From an optimization exercise on the open Yosys and OpenROAD flow, aimed at small area, a short achievable clock period and few clock cycles per item; shortcuts taken in it are not production practice. Function was not checked in any run shown here: the RTL went through the layout flow alone.

## flow/design.v (module list and top-level ports; edited modules follow where they fit)
// module trans_chroma_pipe: 1892 lines
module trans_chroma_pipe (
  input  logic        clk,
  input  logic        rst_n,
  input  logic        in_valid,
  output logic        in_ready,
  input  logic [7:0]  y_in,
  input  logic [15:0] c_in,
  output logic [7:0]  lut_y,
  output logic        lut_rd_en,
  input  logic [39:0] lut_mean,
  input  logic [39:0] lut_width,
  output logic        out_valid,
  input  logic        out_ready,
  output logic [39:0] out_data
);
  // ...
==> flow/run.sh <==
#!/bin/bash
# synth_recipe.tcl (not shown) runs the flow's synth.tcl, then flattens the netlist and writes it again
# the make line also repeats each setting of config.mk as NAME=value (left out here)
make -C /OpenROAD-flow-scripts/flow DESIGN_CONFIG=/design/flow/config.mk WORK_HOME=/design/flow/orfs CLKGATE_MAP_FILE= SYNTH_SCRIPT=/design/flow/synth_recipe.tcl finish
==> flow/config.mk <==
export PLATFORM = sky130hd
export DESIGN_NAME = trans_chroma_pipe
export DESIGN_NICKNAME = trans_chroma_pipe
export VERILOG_FILES = /design/flow/design.v
export SDC_FILE = /design/flow/constraint.sdc
export NUM_CORES = 4
export LEC_CHECK = 0
export CAP_MARGIN = 20
export CORE_MARGIN = 2
export CORE_UTILIZATION = 40
export SLEW_MARGIN = 20
==> flow/constraint.sdc <==
create_clock -name core_clock -period 7.0 [get_ports {clk}]
set_input_delay 1.4000 -clock core_clock [delete_from_list [all_inputs] [get_ports {clk}]]
set_output_delay 1.4000 -clock core_clock [all_outputs]
set_load 0.01 [all_outputs]
==> impl_metrics.env, run 1 <==
export IMPL_path_cells="clkdlybuf4s50_1 -> nand2b_4 -> clkdlybuf4s50_1"
export IMPL_synth_seq_area_share=0.2991
export IMPL_grt_overflow=0
export IMPL_grt_pass1_vias=17701
export IMPL_drtIter0Drc=1379
export IMPL_regMostFlops="out_q"
export IMPL_fillers=5534
export IMPL_cp_slowest_stage_delay_ns=0.75
export IMPL_crit_path_end="lut_rd_en"
export IMPL_place_ws_ns=2.404
export IMPL_syn_cell_area_um2=24330
export IMPL_start_util=0.4038
export IMPL_place_area_um2=26290
export IMPL_status="no timing/DRC/antenna violations"
export IMPL_reg2reg_from="negq0[4]"
export IMPL_synth_compound_area_frac=0.1510
export IMPL_synth_fa_ha_area_frac=0.2567
export IMPL_wl_met2_mm=27.25
export IMPL_grt_use_total=0.1928
export IMPL_cts_tree="done"
export IMPL_grt_antenna_before_repair=2
export IMPL_relSlewSlack=0.2201
export IMPL_inverters=289
export IMPL_synth_area_leader_cell="edfxtp_1"
export IMPL_muxShareOfSynthArea=0.001800
export IMPL_routed_top_layer="met5"
export IMPL_taps=782
export IMPL_setup_viol=0
export IMPL_netlist_top_cells_count="318 x a22oi_1, 318 x xnor2_1, 282 x inv_1"
export IMPL_signal_buffers=181
==> inputs of run 2 (changes only) <==
--- a/flow/design.v
+++ b/flow/design.v
@@ -9,20 +9,19 @@
   output logic        lut_rd_en,
   input  logic [39:0] lut_mean,
   input  logic [39:0] lut_width,
   output logic        out_valid,
   input  logic        out_ready,
   output logic [39:0] out_data
 );
   logic stall;
-  logic [3:0] v_q;
+  logic [2:0] v_q;
   logic [15:0] c0_q;
   logic p0_q;
-  logic [39:0] out_q;
   logic [19:0] dq0;
   logic [9:0] oneq0;
   logic [9:0] twoq0;
   logic [9:0] negq0;
   logic [19:0] raq0;
   logic [19:0] rbq0;
   logic lcq0;
   logic [19:0] dq1;
@@ -659,22 +658,22 @@
   logic s1_589;
   logic k1_590;
   logic s1_591;
   logic k1_592;
   logic [27:0] ra1;
   logic [27:0] rb1;
   logic lc1;
   logic [19:0] res1;
-  assign stall     = v_q[3] & ~out_ready;
-  assign in_ready  = ~stall;
-  assign lut_rd_en = ~stall;
+  assign stall     = v_q[2] & ~out_ready;
+  assign in_ready  = ~v_q[2] | out_ready | ~in_valid;
+  assign lut_rd_en = ~v_q[2] | out_ready | ~v_q[0];
   assign lut_y     = y_in;
-  assign out_valid = v_q[3];
-  assign out_data  = out_q;
+  assign out_valid = v_q[2];
+  assign out_data  = {res1, res0};
   assign me0 = p0_q ? 20'h06D00 : lut_mean[0+:20];
   assign we0 = p0_q ? 20'h00100 : lut_width[0+:20];
   assign d0 = {4'b0, c0_q[0+:8], 8'b0} - me0;
   assign one0[0] = we0[0] ^ 1'b0;
   assign two0[0] = (we0[1] & ~we0[0] & ~1'b0) | (~we0[1] & we0[0] & 1'b0);
   assign neg0[0] = we0[1];
   assign one0[1] = we0[2] ^ we0[1];
   assign two0[1] = (we0[3] & ~we0[2] & ~we0[1]) | (~we0[3] & we0[2] & we0[1]);
@@ -1861,17 +1860,17 @@
   assign ra1[26] = k1_588;
   assign rb1[26] = s1_589;
   assign ra1[27] = k1_590;
   assign rb1[27] = s1_591;
   assign lc1 = ({1'b0, ra1[7:0]} + {1'b0, rb1[7:0]}) >> 8;
   assign res1 = raq1 + rbq1 + {19'b0, lcq1};
   always_ff @(posedge clk or negedge rst_n) begin
     if (!rst_n) v_q <= '0;
-    else if (!stall) v_q <= {v_q[2:0], in_valid};
+    else if (!stall) v_q <= {v_q[1:0], in_valid};
   end
   always_ff @(posedge clk) begin
     if (!stall) begin
       c0_q <= c_in;
       p0_q <= (y_in >= 8'd125) && (y_in <= 8'd188);
       dq0 <= d0;
       oneq0 <= one0;
       twoq0 <= two0;
@@ -1881,12 +1880,11 @@
       lcq0 <= lc0;
       dq1 <= d1;
       oneq1 <= one1;
       twoq1 <= two1;
       negq1 <= neg1;
       raq1 <= ra1[27:8];
       rbq1 <= rb1[27:8];
       lcq1 <= lc1;
-      out_q <= {res1, res0};
     end
   end
 endmodule
==> impl_metrics.env, run 2 <==
export IMPL_htree_levels=1
export IMPL_crit_fanout=3
export IMPL_hold_buffers=0
export IMPL_wl_per_cell_um=19.18
export IMPL_yosys_area_share_simple=0.06255
export IMPL_cp_depth=12
export IMPL_cts_made_buffers=24
export IMPL_n_antenna_cell=0
export IMPL_tightest_slew_ns=1.145
export IMPL_worstSetupEndpointType="primary output"
export IMPL_num_rows=88
export IMPL_start_util=0.4026
export IMPL_ys_types=68
export IMPL_max_freq_mhz=178.7
export IMPL_crit_required_ns=5.60
export IMPL_synth_area_leader_cell="edfxtp_1"
export IMPL_cp_top_family="compound AO/OA/AOI/OAI gates"
export IMPL_cts_setup_buffers=0
export IMPL_multi_input_area_um2=15250
export IMPL_synth_edf_count=199
export IMPL_drc=0
export IMPL_path_buf_inv=3
export IMPL_grt_max_degree=90
export IMPL_grt_pass1_wl_mm=95.39
export IMPL_grt_pass1_vias=17697
export IMPL_totalWireLength_mm=58.81
export IMPL_finalCritPeriodShare=0.7993
export IMPL_die_h_um=244.5
export IMPL_arrival_ns=4.19
export IMPL_grt_antenna_before_repair=0
export IMPL_vias=16791
export IMPL_cp_slowest_stage_delay_ns=0.57
export IMPL_drv_cap=0
export IMPL_portBuffers=158
export IMPL_cts_resized=0
export IMPL_viasPerCell=5.477
export IMPL_syn_nets=2732
export IMPL_syn_area_per_cell_um2=10.19
export IMPL_status="no timing/DRC/antenna violations"
export IMPL_cts_sinks=202
export IMPL_path_cells="inv_1 -> fa_1 -> inv_1 -> fa_1 -> a211oi_1 -> o211ai_1 -> a221o_1 -> a221o_1 -> a21o_1 -> a21oi_1 -> xnor2_1 -> clkdlybuf4s50_1"
export IMPL_reg2reg_from="negq0[4]"
export IMPL_syn_inst=2270
export IMPL_start_kind="flip-flop"
export IMPL_slowest_stage="clkdlybuf4s50_1"
export IMPL_final_layout_size_suffix_gt1_frac=0.03955
export IMPL_maxSlewViolCount=0
export IMPL_io_pins=159
export IMPL_grt_overflow=0
export IMPL_synth_top_area_frac=0.2582
export IMPL_synth_flop_cell="edfxtp_1"
export IMPL_r2r_slack_ns=2.58
export IMPL_synth_top_family_by_area="adder cells"
export IMPL_syn_cell_area_um2=23140
export IMPL_gp_congestion=0.8501
export IMPL_rsz0062_at_grt="no"
export IMPL_register_area_um2=6051
export IMPL_synth_fa_ha_area_frac=0.2699
export IMPL_worstHoldPathType="flip-flop to flip-flop"
export IMPL_final_hold_violation_count=0
export IMPL_syn_to_final_growth_pct=11.93
export IMPL_finalSetupTns_ns=0
export IMPL_drtPass1Iterations=6
export IMPL_synth_area_leaders="edfxtp_1 26%, fa_1 21%, xnor2_1 12%"
export IMPL_ys_ff_latch=202
export IMPL_hp_start="v_q[1]"
export IMPL_num_nets_final=2747
export IMPL_fin_crit_ns=5.595
export IMPL_final_cell_mix="319 x a22oi_1, 319 x xnor2_1, 278 x inv_1, 242 x fa_1, 199 x edfxtp_1"
export IMPL_drtIter0Drc=1277
export IMPL_crit_reg2reg_capture="rbq0[13]"
export IMPL_fillers=5488
export IMPL_hold_path_end="v_q[1]"
export IMPL_synthXorXnorAreaFrac=0.1658
export IMPL_netlist_top_cells_count="319 x a22oi_1, 319 x xnor2_1, 279 x inv_1"
export IMPL_crit_type="flip-flop to primary output"
export IMPL_ys_warn_count=1
export IMPL_clk_latency_ns=0.56
export IMPL_dp_hpwl_mm=42.27
export IMPL_die_area_um2=59790
export IMPL_clock_path_buffers=3
export IMPL_muxShareOfSynthArea=0
export IMPL_rr_worst_depth=10
export IMPL_relSlewSlack=0.2365
export IMPL_async_reset_ff_frac=0.01485
export IMPL_die_x_um=244.5
export IMPL_clock_skew_ns=0.01636
export IMPL_core_area_um2=57480
export IMPL_path_clk_slew_ns=0.06
export IMPL_postRouteAntennaNets=0
export IMPL_grt_use_total=0.1981
export IMPL_cts_root_buffer="clkbuf_16"
export IMPL_setup_viol=0
export IMPL_cts_tree="done"
export IMPL_synth_compound_area_frac=0.1606
export IMPL_hold_path_depth=2
export IMPL_synth_seq_area_share=0.2615
run 2: through the flow:
stage               setup slack, ns  std cells  hold WS, ns  instance area [µm²]  utilization
CTS                           1.306       3064       0.4699                25860       0.4499
global route                  1.162       3066       0.5180                25900       0.4507
detailed placement            1.948       3022       0.4541                25110       0.4369
finish                        1.405       3066       0.4814                25900       0.4507
global placement              1.926       3022       0.4400                25110       0.4369
floorplan                     1.085       2270       0.4300                23140            -
run 2: worst max-delay path by stage:
stage | startpoint | endpoint
after global routing | raq1[0] | out_data[38]
final | raq1[0] | out_data[38]
after detailed placement | raq1[0] | out_data[38]
after CTS | raq1[0] | out_data[38]
after floorplan | out_ready | c0_q[0]
after global placement | raq1[0] | out_data[38]
run 2: metal layers:
metal	up-vias	wire [µm]	track usage
li1	7752	-	-
met1	8319	26320	0.2781
met2	634	27140	0.3166
met3	86	3985	0.03073
met4	0	1356	0.05739
met5	-	0	0
run 2: logic make-up (layout without fill, tap and decap cells):
logic type,after synthesis,in the layout
fa+ha+maj,354,354
flops,202,202
compound gates,521,521
simple gates,272,272
xor+xnor,438,438
buf+inv,483,514
run 2: final cells by class:
type / count / share of cell area
Timing Repair Buffer: 186 / 0.07023
Multi-Input combinational cell: 1585 / 0.5886
Inverter: 286 / 0.04174
Sequential cell: 202 / 0.2336
Clock buffer: 26 / 0.02348
Tap cell: 765 / 0.03695
Clock inverter: 16 / 0.005362
run 2: worst register-to-register path, delay by kind of cell, from the launching register on:
family / cells / cell delay, ns
xor gates and xnor gates: 1 / 0.25
adders and majority gates: 5 / 2.58
buffers and inverters: 4 / 0.52
DFF: 1 / 0.81
==> inputs of run 3 (changes only) <==
--- a/flow/config.mk
+++ b/flow/config.mk
@@ -8,4 +8,5 @@
 export CAP_MARGIN = 20
 export CORE_MARGIN = 2
 export CORE_UTILIZATION = 40
+export SETUP_SLACK_MARGIN = 3.0
 export SLEW_MARGIN = 20
==> impl_metrics.env, run 3 <==
export IMPL_status="no timing/DRC/antenna violations"
export IMPL_syn_nets=2732
export IMPL_cp_startpoint="lcq1"
export IMPL_cts_made_buffers=24
export IMPL_die_h_um=244.5
export IMPL_synth_top_area_frac=0.2582
export IMPL_stdcell_count=3191
export IMPL_vias=17505
export IMPL_syn_to_final_growth_pct=17.27
export IMPL_arrival_ns=3.45
export IMPL_async_reset_ff_frac=0.01485
export IMPL_path_cells="inv_2 -> fa_2 -> inv_2 -> fa_2 -> a211oi_4 -> o211ai_1 -> a221o_1 -> a221o_1 -> a21o_1 -> a21oi_2 -> xnor2_1 -> buf_2"
export IMPL_crit_required_ns=5.60
export IMPL_final_common_cell="a22oi_1"
export IMPL_dp_hpwl_mm=42.40
export IMPL_drc=0
export IMPL_num_rows=88
export IMPL_worstSetupEndpointType="primary output"
export IMPL_final_layout_size_suffix_gt1_frac=0.1278
export IMPL_crit_reg2reg_capture="rbq0[12]"
export IMPL_viasPerCell=5.486
export IMPL_start_kind="flip-flop"
export IMPL_cp_slowest_stage_delay_ns=0.41
export IMPL_ys_warn_count=1
export IMPL_reg2reg_from="oneq0[4]"
export IMPL_grt_max_degree=90
export IMPL_start_util=0.4026
export IMPL_core_area_um2=57480
export IMPL_setup_viol=0
export IMPL_gp_congestion=0.8523
export IMPL_synth_edf_count=199
export IMPL_synth_area_leader_cell="edfxtp_1"
export IMPL_grt_overflow=0
export IMPL_hold_path_depth=1
export IMPL_grt_pass1_wl_mm=98.52
export IMPL_maxSlewViolCount=0
export IMPL_cts_sinks=202
export IMPL_wl_per_cell_um=19.59
export IMPL_grt_antenna_before_repair=0
export IMPL_grt_use_total=0.2066
export IMPL_max_freq_mhz=206.1
export IMPL_path_clk_slew_ns=0.06
export IMPL_syn_area_per_cell_um2=10.19
export IMPL_slowest_stage="a221o_1"
export IMPL_place_ws_ns=2.139
export IMPL_clock_skew_ns=0.01555
export IMPL_clock_path_buffers=3
export IMPL_r2r_slack_ns=3.09
export IMPL_portBuffers=158
export IMPL_grt_pass1_vias=17926
export IMPL_relSlewSlack=0.3208
export IMPL_tightest_slew_ns=1.019
export IMPL_die_x_um=244.5
export IMPL_synth_seq_area_share=0.2615
export IMPL_drv_cap=0
export IMPL_finalSetupTns_ns=0
export IMPL_whs_ns=0.4486
export IMPL_cp_depth=12
export IMPL_cts_tree="done"
export IMPL_finalCritPeriodShare=0.6931
export IMPL_rsz0062_at_grt="yes"
export IMPL_drtIter0Drc=1560
export IMPL_final_hold_violation_count=0
export IMPL_final_cell_mix="318 x a22oi_1, 312 x xnor2_1, 272 x inv_1, 238 x fa_1, 199 x edfxtp_1"
export IMPL_io_pins=159
export IMPL_cts_root_buffer="clkbuf_16"
export IMPL_n_antenna_cell=0
export IMPL_crit_type="flip-flop to primary output"
export IMPL_rr_worst_depth=10
export IMPL_fillers=5320
export IMPL_crit_fanout=3
export IMPL_clk_latency_ns=0.55
export IMPL_hp_start="v_q[1]"
export IMPL_hold_buffers=0
export IMPL_hold_path_end="v_q[2]"
export IMPL_die_area_um2=59790
export IMPL_syn_cell_area_um2=23140
export IMPL_synth_flop_cell="edfxtp_1"
export IMPL_path_buf_inv=3
export IMPL_htree_levels=1
export IMPL_fin_crit_ns=4.851
export IMPL_ys_ff_latch=202
export IMPL_num_nets_final=2870
export IMPL_syn_inst=2270
export IMPL_worstHoldPathType="flip-flop to flip-flop"
export IMPL_ys_types=68
export IMPL_totalWireLength_mm=62.53
export IMPL_cp_top_family="compound AO/OA/AOI/OAI gates"
export IMPL_postRouteAntennaNets=0
export IMPL_drtPass1Iterations=6
export IMPL_netlist_top_cells_count="319 x a22oi_1, 319 x xnor2_1, 279 x inv_1"
export IMPL_synth_area_leaders="edfxtp_1 26%, fa_1 21%, xnor2_1 12%"
export IMPL_setup_slack_ns=2.149
export IMPL_dp_cells=3023
## run 3: how the worst max path moves through the flow
stage / endpoint / slack, ns
floorplan: c0_q[0] / 2.07
global placement: out_data[38] / 2.14
detailed placement: out_data[38] / 2.14
CTS: out_data[38] / 2.10
global route: out_data[38] / 1.96
finish: out_data[38] / 2.15
## run 3: layer usage
layer | GRT usage | vias to the layer above | wire [µm]
li1 | - | 7990 | -
met1 | 0.2886 | 8742 | 27640
met2 | 0.3311 | 668 | 29180
met3 | 0.03270 | 105 | 4145
met4 | 0.05990 | 0 | 1561
met5 | 0.001634 | - | 0
## run 3: logic make-up after synthesis
group	Yosys count	synth area share
adder cells (fa/ha/maj)	354	0.2699
AND/OR/NAND/NOR	272	0.06255
AO/OA/AOI/OAI	521	0.1606
XOR/XNOR	438	0.1658
flip-flops	202	0.2615
buffers and inverters	483	0.07969
## run 3: stage by stage
stage / utilization / cell area (µm²)
detailed placement: 0.4373 / 25130
global placement: 0.4373 / 25130
floorplan: - / 23160
finish: 0.4722 / 27140
global route: 0.4722 / 27140
CTS: 0.4612 / 26510
## run 3: timing repair
| item | CTS | global route |
|---|---|---|
| resized for setup | 174 | 46 |
| pin swaps | 41 | 30 |
| buffers inserted | 62 | 59 |
| setup endpoints to repair | 50 | 58 |
## run 3: final cells by class
class,count,area [µm²],share of cell area
Inverter,286,1077,0.03970
Tap cell,765,957.2,0.03527
Multi-Input combinational cell,1585,15610,0.5753
Clock buffer,31,626.9,0.02310
Timing Repair Buffer,309,2671,0.09843
Clock inverter,13,142.6,0.005256
Sequential cell,202,6051,0.2230

==> port drivers added, routing unchanged <==
How much do the figures lean on ideal ports? The routed layouts below were timed once more, with nothing changed but the port constraints.
Step 1, drivers: a clkbuf_16 drives clk and a buf_2 each remaining input, both assumed.
Step 2 also shifts input and output timing later by t, the mid clock arrival at the registers, as if the neighbouring blocks saw the same clock.
Slacks: no drivers / after step 1 / after step 2; pairs: no drivers / after step 1.
run | t (ns) | slack for setup (ns) | hold slack, ns | worst setup path at the end | slew at the worst register clock pin (ns)
run 1 | 0.645 | 2.472 / 2.448 / 2.448 | 0.469 / 0.469 / 0.469 | input to output | 0.07 / 0.07
run 2 | 0.601 | 1.405 / 1.353 / 1.955 | 0.481 / 0.481 / 0.481 | register to output | 0.06 / 0.06
run 3 | 0.605 | 2.149 / 2.091 / 2.608 | 0.449 / 0.449 / 0.449 | input to register | 0.06 / 0.06
After both steps setup and hold are still met in every run listed. For run 1, which loses most, drivers alone change the setup slack by -0.024 ns; drivers and shift together by -0.024 ns.
